What follows belongs to an exercise in optimizing a design on an open flow for small area, a short achievable clock period and few clock cycles per item; a production flow would make more cautious choices. Power is estimated from default activity; no workload was simulated.

==> job 8463 <==
## radio_pairing_slave_fsm_top
module radio_pairing_slave_fsm_top (
	input  logic                                 clk,
	input  logic                                 arst_n,
	input  logic                                 cfg_we,
	input  logic [rpsf_pkg::CFG_IDX_W-1:0]       cfg_index,
	input  logic [rpsf_pkg::ADDR_W-1:0]          cfg_data,
	input  logic                                 poll_valid,
	output logic                                 poll_ready,
	input  logic                                 poll_enable,
	input  logic [rpsf_pkg::TIME_W-1:0]          poll_now_ms,
	input  logic                                 poll_rx_valid,
	input  logic [rpsf_pkg::LEN_W-1:0]           poll_rx_length,
	input  logic [rpsf_pkg::CMD_W-1:0]           poll_rx_command,
	input  logic [rpsf_pkg::WORD_W-1:0]          poll_rx_magic,
	input  logic [rpsf_pkg::ADDR_W-1:0]          poll_rx_granted_address,
	output logic                                 result_valid,
	input  logic                                 result_ready,
	output logic                                 result_send_valid,
	output logic                                 result_send_kind,
	output logic [rpsf_pkg::WORD_W-1:0]          result_send_word,
	output logic [rpsf_pkg::ADDR_W-1:0]          result_send_address,
	output logic [rpsf_pkg::ADDR_W-1:0]          result_link_address,
	output logic                                 result_rx_flush,
	output logic [rpsf_pkg::PHASE_W-1:0]         result_phase,
	output logic [rpsf_pkg::COUNT_W-1:0]         result_verify_count,
	output logic                                 result_finish
);
==> flow/config.mk <==
export PLATFORM = sky130hd
export DESIGN_NAME = radio_pairing_slave_fsm_top
export DESIGN_NICKNAME = radio_pairing_slave_fsm_top
export VERILOG_FILES = /design/flow/design.v
export SDC_FILE = /design/flow/constraint.sdc
export NUM_CORES = 4
export LEC_CHECK = 0
export CAP_MARGIN = 20
export CORE_MARGIN = 2
export CORE_UTILIZATION = 65
export CTS_CLUSTER_DIAMETER = 100
export CTS_CLUSTER_SIZE = 24
export SETUP_SLACK_MARGIN = 2.5
export SLEW_MARGIN = 20
==> flow/constraint.sdc <==
create_clock -name core_clock -period 5.5 [get_ports {clk}]
set_input_delay 1.1000 -clock core_clock [delete_from_list [all_inputs] [get_ports {clk}]]
set_output_delay 1.1000 -clock core_clock [all_outputs]
set_load 0.01 [all_outputs]
standard.sh (not shown) runs the stock make flow with config.mk's settings and CLKGATE_MAP_FILE= SYNTH_SCRIPT=/design/flow/synth_recipe.tcl, a recipe that flattens the netlist after the stock synthesis.
==> flow/flow/run.sh <==
#!/bin/bash
# Standard layout, except that the port buffers are the smallest buffer
# (buf_1) instead of the one buffer_ports picks by default.
set -euo pipefail
export BUFFER_PORTS_ARGS="-buffer_cell sky130_fd_sc_hd__buf_1"
bash standard.sh finish > standard_flow.log 2>&1
==> job 4273 (differences from job 8463) <==
--- a/flow/design.v
+++ b/flow/design.v
@@ -93,22 +93,17 @@
 	logic [rpsf_pkg::ADDR_W-1:0]  cfg_wd [8];
 	logic                         fire;
 	logic                         in_idle, in_send, in_wait, in_verify, in_done;
 	logic                         resp_ok, ping_ok;
 	logic [rpsf_pkg::TMO_W-1:0]   now_lo, now_hi, tim_lo, tim_hi;
 	logic [rpsf_pkg::TMO_W-1:0]   hi_same, hi_next, csa_s, csa_c;
-	logic                         lo_ok, hi_ne;
+	logic                         lo_ok, hi_ne, lo_gt;
 	logic [rpsf_pkg::TMO_W-1:0]   limit;
 	logic                         expired;
 	logic [rpsf_pkg::COUNT_W-1:0] count_inc;
-	logic [rpsf_pkg::PHASE_W-1:0] phase_d, phase_n, phase_x;
-	logic                         lim_resp_q, lim_resp_d, lim_resp_n;
-	logic                         goal_d, goal_n;
-	logic [rpsf_pkg::TMO_W-1:0]   limit_n_q;
-	logic                         cfg_wr_q;
-	logic                         lo_cout, expired0, expired1;
+	logic [rpsf_pkg::PHASE_W-1:0] phase_d;
 	function automatic logic [rpsf_pkg::ADDR_W-1:0] cfg_rst(input int i);
 		case (i)
 			0: cfg_rst = rpsf_pkg::DEFAULT_ADDRESS_RST;
 			1: cfg_rst = rpsf_pkg::ADDR_W'(rpsf_pkg::DEVICE_ID_RST);
 			2: cfg_rst = rpsf_pkg::ADDR_W'(rpsf_pkg::HOST_MAGIC_RST);
 			3: cfg_rst = rpsf_pkg::ADDR_W'(rpsf_pkg::SLAVE_MAGIC_RST);
@@ -129,13 +124,13 @@
 				g[i + 2 * s - 1] = g[i + 2 * s - 1] | (p[i + 2 * s - 1] & g[i + s - 1]);
 				p[i + 2 * s - 1] = p[i + 2 * s - 1] & p[i + s - 1];
 			end
 		end
 		carry_out = g[rpsf_pkg::TMO_W-1];
 	endfunction
-	assign poll_ready = (!valid_q || result_ready) && !cfg_wr_q;
+	assign poll_ready = !valid_q || result_ready;
 	assign fire       = poll_valid && poll_ready;
 	always_ff @(posedge clk or negedge arst_n) begin
 		if (!arst_n) begin
 			init1_q <= 1'b0;
 			init2_q <= 1'b0;
 		end else begin
@@ -174,75 +169,50 @@
 	assign in_verify = (phase_q == rpsf_pkg::PH_VERIFY);
 	assign in_done   = (phase_q == rpsf_pkg::PH_DONE);
 	assign resp_ok = poll_rx_valid && (poll_rx_length == rpsf_pkg::RESPONSE_LENGTH)
 		&& (poll_rx_command == rpsf_pkg::CMD_RESPONSE_CODE);
 	assign ping_ok = poll_rx_valid && (poll_rx_length == rpsf_pkg::VERIFY_LENGTH)
 		&& (poll_rx_command == rpsf_pkg::CMD_PING_CODE) && (poll_rx_magic == host_magic_q);
-	assign lim_resp_d = in_send || (in_wait && !resp_ok);
-	assign goal_d     = (in_wait && resp_ok) ? 1'b0
-		: ((in_verify && ping_ok) ? (goal_q || (count_inc >= verify_target_q)) : goal_q);
-	assign lim_resp_n = fire ? lim_resp_d : lim_resp_q;
-	assign goal_n     = fire ? goal_d : goal_q;
-	assign limit      = lim_resp_n ? response_tmo_q : (goal_n ? silent_done_q : verify_tmo_q);
-	always_ff @(posedge clk) begin
-		limit_n_q <= ~limit;
-		cfg_wr_q  <= cfg_we;
-	end
+	assign limit     = in_wait ? response_tmo_q : (goal_q ? silent_done_q : verify_tmo_q);
+	assign expired   = hi_ne || lo_gt;
 	assign now_lo  = poll_now_ms[rpsf_pkg::TMO_W-1:0];
 	assign now_hi  = poll_now_ms[rpsf_pkg::TIME_W-1:rpsf_pkg::TMO_W];
 	assign tim_lo  = time_q[rpsf_pkg::TMO_W-1:0];
 	assign tim_hi  = time_q[rpsf_pkg::TIME_W-1:rpsf_pkg::TMO_W];
 	assign lo_ok   = carry_out(now_lo, ~tim_lo, 1'b1);
 	assign hi_same = ~(now_hi ^ tim_hi);
 	assign hi_next = {hi_same[rpsf_pkg::TMO_W-1:1] ~^ (now_hi[rpsf_pkg::TMO_W-2:0] | ~tim_hi[rpsf_pkg::TMO_W-2:0]),
 		~hi_same[0]};
 	assign hi_ne   = lo_ok ? !(&hi_same) : !(&hi_next);
-	assign csa_s   = now_lo ^ ~tim_lo ^ limit_n_q;
-	assign csa_c   = (now_lo & ~tim_lo) | (now_lo & limit_n_q) | (~tim_lo & limit_n_q);
-	assign lo_cout = carry_out(csa_s, {csa_c[rpsf_pkg::TMO_W-2:0], 1'b1}, 1'b0);
-	assign expired0 = hi_ne || !(!csa_c[rpsf_pkg::TMO_W-1] ^ lo_ok);
-	assign expired1 = hi_ne || (!csa_c[rpsf_pkg::TMO_W-1] ^ lo_ok);
-	assign expired  = lo_cout ? expired1 : expired0;
+	assign csa_s   = now_lo ^ ~tim_lo ^ ~limit;
+	assign csa_c   = (now_lo & ~tim_lo) | (now_lo & ~limit) | (~tim_lo & ~limit);
+	assign lo_gt   = !(!csa_c[rpsf_pkg::TMO_W-1] ^ carry_out(csa_s, {csa_c[rpsf_pkg::TMO_W-2:0], 1'b1}, 1'b0) ^ lo_ok);
 	assign count_inc = (count_q != rpsf_pkg::COUNT_MAX) ? count_q + 1'b1 : count_q;
 	always_comb begin
-		phase_n = phase_q;
-		phase_x = phase_q;
+		phase_d = phase_q;
 		if (!poll_enable) begin
-			phase_n = rpsf_pkg::PH_IDLE;
-			phase_x = rpsf_pkg::PH_IDLE;
+			phase_d = rpsf_pkg::PH_IDLE;
 		end else begin
 			case (phase_q)
-				rpsf_pkg::PH_IDLE: begin
-					phase_n = rpsf_pkg::PH_SEND;
-					phase_x = rpsf_pkg::PH_SEND;
-				end
-				rpsf_pkg::PH_SEND: begin
-					phase_n = rpsf_pkg::PH_WAIT;
-					phase_x = rpsf_pkg::PH_WAIT;
-				end
+				rpsf_pkg::PH_IDLE: phase_d = rpsf_pkg::PH_SEND;
+				rpsf_pkg::PH_SEND: phase_d = rpsf_pkg::PH_WAIT;
 				rpsf_pkg::PH_WAIT: begin
-					phase_n = resp_ok ? rpsf_pkg::PH_VERIFY : rpsf_pkg::PH_WAIT;
-					phase_x = resp_ok ? rpsf_pkg::PH_VERIFY : rpsf_pkg::PH_SEND;
+					if (resp_ok)
+						phase_d = rpsf_pkg::PH_VERIFY;
+					else if (expired)
+						phase_d = rpsf_pkg::PH_SEND;
 				end
 				rpsf_pkg::PH_VERIFY: begin
-					phase_n = rpsf_pkg::PH_VERIFY;
-					phase_x = ping_ok ? rpsf_pkg::PH_VERIFY
-						: (goal_q ? rpsf_pkg::PH_DONE : rpsf_pkg::PH_SEND);
+					if (!ping_ok && expired)
+						phase_d = goal_q ? rpsf_pkg::PH_DONE : rpsf_pkg::PH_SEND;
 				end
-				rpsf_pkg::PH_DONE: begin
-					phase_n = rpsf_pkg::PH_DONE;
-					phase_x = rpsf_pkg::PH_DONE;
-				end
-				default: begin
-					phase_n = rpsf_pkg::PH_IDLE;
-					phase_x = rpsf_pkg::PH_IDLE;
-				end
+				rpsf_pkg::PH_DONE: phase_d = rpsf_pkg::PH_DONE;
+				default: phase_d = rpsf_pkg::PH_IDLE;
 			endcase
 		end
 	end
-	assign phase_d = lo_cout ? (expired1 ? phase_x : phase_n) : (expired0 ? phase_x : phase_n);
 	always_ff @(posedge clk or negedge arst_n) begin
 		if (!arst_n) begin
 			phase_q <= rpsf_pkg::PH_IDLE;
 			count_q <= '0;
 			valid_q <= 1'b0;
 		end else begin
@@ -268,14 +238,16 @@
 			link_q <= poll_rx_granted_address;
 	end
 	always_ff @(posedge clk) begin
 		if (fire) begin
 			if (!((in_wait && !resp_ok) || (in_verify && !ping_ok)))
 				time_q <= poll_now_ms;
-			goal_q <= goal_d;
-			lim_resp_q <= lim_resp_d;
+			if (in_wait && resp_ok)
+				goal_q <= 1'b0;
+			else if (in_verify && ping_ok)
+				goal_q <= goal_q || (count_inc >= verify_target_q);
 			send_q  <= poll_enable && (in_send || (in_verify && ping_ok));
 			event_q <= poll_enable && ((in_wait && resp_ok) || in_done);
 		end
 	end
 	assign result_valid        = valid_q;
 	assign result_send_valid   = send_q;
CORE_UTILIZATION = 40   (was 65)
CTS_CLUSTER_DIAMETER = not set   (was 100)
CTS_CLUSTER_SIZE = not set   (was 24)
SETUP_SLACK_MARGIN = 2   (was 2.5)
==> job 9462 (differences from job 8463) <==
--- a/flow/design.v
+++ b/flow/design.v
@@ -93,22 +93,17 @@
 	logic [rpsf_pkg::ADDR_W-1:0]  cfg_wd [8];
 	logic                         fire;
 	logic                         in_idle, in_send, in_wait, in_verify, in_done;
 	logic                         resp_ok, ping_ok;
 	logic [rpsf_pkg::TMO_W-1:0]   now_lo, now_hi, tim_lo, tim_hi;
 	logic [rpsf_pkg::TMO_W-1:0]   hi_same, hi_next, csa_s, csa_c;
-	logic                         lo_ok, hi_ne;
+	logic                         lo_ok, hi_ne, lo_gt;
 	logic [rpsf_pkg::TMO_W-1:0]   limit;
 	logic                         expired;
 	logic [rpsf_pkg::COUNT_W-1:0] count_inc;
-	logic [rpsf_pkg::PHASE_W-1:0] phase_d, phase_n, phase_x;
-	logic                         lim_resp_q, lim_resp_d, lim_resp_n;
-	logic                         goal_d, goal_n;
-	logic [rpsf_pkg::TMO_W-1:0]   limit_n_q;
-	logic                         cfg_wr_q;
-	logic                         lo_cout, expired0, expired1;
+	logic [rpsf_pkg::PHASE_W-1:0] phase_d;
 	function automatic logic [rpsf_pkg::ADDR_W-1:0] cfg_rst(input int i);
 		case (i)
 			0: cfg_rst = rpsf_pkg::DEFAULT_ADDRESS_RST;
 			1: cfg_rst = rpsf_pkg::ADDR_W'(rpsf_pkg::DEVICE_ID_RST);
 			2: cfg_rst = rpsf_pkg::ADDR_W'(rpsf_pkg::HOST_MAGIC_RST);
 			3: cfg_rst = rpsf_pkg::ADDR_W'(rpsf_pkg::SLAVE_MAGIC_RST);
@@ -129,13 +124,13 @@
 				g[i + 2 * s - 1] = g[i + 2 * s - 1] | (p[i + 2 * s - 1] & g[i + s - 1]);
 				p[i + 2 * s - 1] = p[i + 2 * s - 1] & p[i + s - 1];
 			end
 		end
 		carry_out = g[rpsf_pkg::TMO_W-1];
 	endfunction
-	assign poll_ready = (!valid_q || result_ready) && !cfg_wr_q;
+	assign poll_ready = !valid_q || result_ready;
 	assign fire       = poll_valid && poll_ready;
 	always_ff @(posedge clk or negedge arst_n) begin
 		if (!arst_n) begin
 			init1_q <= 1'b0;
 			init2_q <= 1'b0;
 		end else begin
@@ -174,75 +169,50 @@
 	assign in_verify = (phase_q == rpsf_pkg::PH_VERIFY);
 	assign in_done   = (phase_q == rpsf_pkg::PH_DONE);
 	assign resp_ok = poll_rx_valid && (poll_rx_length == rpsf_pkg::RESPONSE_LENGTH)
 		&& (poll_rx_command == rpsf_pkg::CMD_RESPONSE_CODE);
 	assign ping_ok = poll_rx_valid && (poll_rx_length == rpsf_pkg::VERIFY_LENGTH)
 		&& (poll_rx_command == rpsf_pkg::CMD_PING_CODE) && (poll_rx_magic == host_magic_q);
-	assign lim_resp_d = in_send || (in_wait && !resp_ok);
-	assign goal_d     = (in_wait && resp_ok) ? 1'b0
-		: ((in_verify && ping_ok) ? (goal_q || (count_inc >= verify_target_q)) : goal_q);
-	assign lim_resp_n = fire ? lim_resp_d : lim_resp_q;
-	assign goal_n     = fire ? goal_d : goal_q;
-	assign limit      = lim_resp_n ? response_tmo_q : (goal_n ? silent_done_q : verify_tmo_q);
-	always_ff @(posedge clk) begin
-		limit_n_q <= ~limit;
-		cfg_wr_q  <= cfg_we;
-	end
+	assign limit     = in_wait ? response_tmo_q : (goal_q ? silent_done_q : verify_tmo_q);
+	assign expired   = hi_ne || lo_gt;
 	assign now_lo  = poll_now_ms[rpsf_pkg::TMO_W-1:0];
 	assign now_hi  = poll_now_ms[rpsf_pkg::TIME_W-1:rpsf_pkg::TMO_W];
 	assign tim_lo  = time_q[rpsf_pkg::TMO_W-1:0];
 	assign tim_hi  = time_q[rpsf_pkg::TIME_W-1:rpsf_pkg::TMO_W];
 	assign lo_ok   = carry_out(now_lo, ~tim_lo, 1'b1);
 	assign hi_same = ~(now_hi ^ tim_hi);
 	assign hi_next = {hi_same[rpsf_pkg::TMO_W-1:1] ~^ (now_hi[rpsf_pkg::TMO_W-2:0] | ~tim_hi[rpsf_pkg::TMO_W-2:0]),
 		~hi_same[0]};
 	assign hi_ne   = lo_ok ? !(&hi_same) : !(&hi_next);
-	assign csa_s   = now_lo ^ ~tim_lo ^ limit_n_q;
-	assign csa_c   = (now_lo & ~tim_lo) | (now_lo & limit_n_q) | (~tim_lo & limit_n_q);
-	assign lo_cout = carry_out(csa_s, {csa_c[rpsf_pkg::TMO_W-2:0], 1'b1}, 1'b0);
-	assign expired0 = hi_ne || !(!csa_c[rpsf_pkg::TMO_W-1] ^ lo_ok);
-	assign expired1 = hi_ne || (!csa_c[rpsf_pkg::TMO_W-1] ^ lo_ok);
-	assign expired  = lo_cout ? expired1 : expired0;
+	assign csa_s   = now_lo ^ ~tim_lo ^ ~limit;
+	assign csa_c   = (now_lo & ~tim_lo) | (now_lo & ~limit) | (~tim_lo & ~limit);
+	assign lo_gt   = !(!csa_c[rpsf_pkg::TMO_W-1] ^ carry_out(csa_s, {csa_c[rpsf_pkg::TMO_W-2:0], 1'b1}, 1'b0) ^ lo_ok);
 	assign count_inc = (count_q != rpsf_pkg::COUNT_MAX) ? count_q + 1'b1 : count_q;
 	always_comb begin
-		phase_n = phase_q;
-		phase_x = phase_q;
+		phase_d = phase_q;
 		if (!poll_enable) begin
-			phase_n = rpsf_pkg::PH_IDLE;
-			phase_x = rpsf_pkg::PH_IDLE;
+			phase_d = rpsf_pkg::PH_IDLE;
 		end else begin
 			case (phase_q)
-				rpsf_pkg::PH_IDLE: begin
-					phase_n = rpsf_pkg::PH_SEND;
-					phase_x = rpsf_pkg::PH_SEND;
-				end
-				rpsf_pkg::PH_SEND: begin
-					phase_n = rpsf_pkg::PH_WAIT;
-					phase_x = rpsf_pkg::PH_WAIT;
-				end
+				rpsf_pkg::PH_IDLE: phase_d = rpsf_pkg::PH_SEND;
+				rpsf_pkg::PH_SEND: phase_d = rpsf_pkg::PH_WAIT;
 				rpsf_pkg::PH_WAIT: begin
-					phase_n = resp_ok ? rpsf_pkg::PH_VERIFY : rpsf_pkg::PH_WAIT;
-					phase_x = resp_ok ? rpsf_pkg::PH_VERIFY : rpsf_pkg::PH_SEND;
+					if (resp_ok)
+						phase_d = rpsf_pkg::PH_VERIFY;
+					else if (expired)
+						phase_d = rpsf_pkg::PH_SEND;
 				end
 				rpsf_pkg::PH_VERIFY: begin
-					phase_n = rpsf_pkg::PH_VERIFY;
-					phase_x = ping_ok ? rpsf_pkg::PH_VERIFY
-						: (goal_q ? rpsf_pkg::PH_DONE : rpsf_pkg::PH_SEND);
+					if (!ping_ok && expired)
+						phase_d = goal_q ? rpsf_pkg::PH_DONE : rpsf_pkg::PH_SEND;
 				end
-				rpsf_pkg::PH_DONE: begin
-					phase_n = rpsf_pkg::PH_DONE;
-					phase_x = rpsf_pkg::PH_DONE;
-				end
-				default: begin
-					phase_n = rpsf_pkg::PH_IDLE;
-					phase_x = rpsf_pkg::PH_IDLE;
-				end
+				rpsf_pkg::PH_DONE: phase_d = rpsf_pkg::PH_DONE;
+				default: phase_d = rpsf_pkg::PH_IDLE;
 			endcase
 		end
 	end
-	assign phase_d = lo_cout ? (expired1 ? phase_x : phase_n) : (expired0 ? phase_x : phase_n);
 	always_ff @(posedge clk or negedge arst_n) begin
 		if (!arst_n) begin
 			phase_q <= rpsf_pkg::PH_IDLE;
 			count_q <= '0;
 			valid_q <= 1'b0;
 		end else begin
@@ -268,14 +238,16 @@
 			link_q <= poll_rx_granted_address;
 	end
 	always_ff @(posedge clk) begin
 		if (fire) begin
 			if (!((in_wait && !resp_ok) || (in_verify && !ping_ok)))
 				time_q <= poll_now_ms;
-			goal_q <= goal_d;
-			lim_resp_q <= lim_resp_d;
+			if (in_wait && resp_ok)
+				goal_q <= 1'b0;
+			else if (in_verify && ping_ok)
+				goal_q <= goal_q || (count_inc >= verify_target_q);
 			send_q  <= poll_enable && (in_send || (in_verify && ping_ok));
 			event_q <= poll_enable && ((in_wait && resp_ok) || in_done);
 		end
 	end
 	assign result_valid        = valid_q;
 	assign result_send_valid   = send_q;
SETUP_SLACK_MARGIN = 2   (was 2.5)
==> qor summary <==
item	job 9462	job 8463	job 4273
Status	no timing/DRC/antenna violations	no timing/DRC/antenna violations	no timing/DRC/antenna violations
Area growth syn-to-layout	16.75%	18.36%	23.16%
Num rows	52	53	67
Count of multi-input combinational gates	611	616	611
DIE AREA	22,080 µm²	22,830 µm²	35,470 µm²
Clock latency of the later-clocked register in the worst-skew pair	0.49 ns	0.51 ns	0.55 ns
PwrDens	302.0 nW/µm²	314.6 nW/µm²	352.8 nW/µm²
Buf/Inv on CP	4	2	2
Clock buffers created by TritonCTS	15	16	30
Effective utilization at floorplan	66.75%	66.49%	40.54%
Switch Pwr	0.001321 W	0.001452 W	0.001526 W
Multi-input gate share of the layout cell area	32.02%	31.94%	30.08%
Die Y-Extent	148.6 µm	151.1 µm	188.3 µm
Met1 layer usage reported by global route	38.74%	38.60%	26.38%
Layout Nets	1,549	1,582	1,561
Number of gates resized after CTS	8	42	6
Flip-flop and latch share of the layout cell area	52.76%	52.41%	50.01%
Endpoint of the worst hold-timing path	link_q[35]$_DFFE_PP_	limit_n_q[9]$_DFF_P_	link_q[39]$_DFFE_PP_
Utilization after layout	77.93%	78.70%	49.93%
Sequential cell count	281	299	281
CTS clock-pin slew for the worst setup and hold paths	0.10 ns	0.09 ns	0.07 ns
Placed Cells incl. Taps	1,537	1,569	1,719
Initial DRC count	755	747	415
Number of cells produced by synthesis	991	1,024	991
Reg-to-reg critical path startpoint	phase_q[2]$_DFFE_PN0P_	limit_n_q[11]$_DFF_P_	goal_q$_SDFFCE_PP0P_
Maximum number of pins on one net before global-route repair	75	65	47
Function was not checked in any run of this note: the RTL went through the layout flow alone.

-- what the ideal ports hide --
How much do the figures lean on ideal ports? The routed layouts below were timed once more, with nothing changed but the port constraints.
Step 1 sets driving cells, clkbuf_16 on the clock port and buf_2 on the other inputs (assumed; they add their load-dependent delay and slew).
Step 2 adds t to the input delays and takes it off the output delays; t is the mean of the earliest and latest rising clock arrival at the registers after step 1. Input paths then give back, and output paths get back, about the clock's delay inside the block.
Three values: no drivers, after step 1, after step 2; two values: the first two.
| run | t (ns) | slack for setup (ns) | hold slack, ns | worst setup path after step 2 | slew at the worst register clock pin (ns) |
|---|---|---|---|---|---|
| job 8463 | 0.548 | 2.305 / 2.327 / 1.779 | 0.435 / 0.435 / 0.435 | input to register | 0.10 / 0.10 |
| job 4273 | 0.597 | 1.887 / 1.887 / 1.509 | 0.543 / 0.543 / 0.543 | input to register | 0.07 / 0.07 |
| job 9462 | 0.528 | 1.827 / 1.827 / 1.541 | 0.542 / 0.542 / 0.542 | input to register | 0.10 / 0.10 |
After both steps every run listed still meets setup and hold. The setup slack of job 8463, which loses most, moves by +0.022 ns with the drivers and by -0.526 ns with both steps.
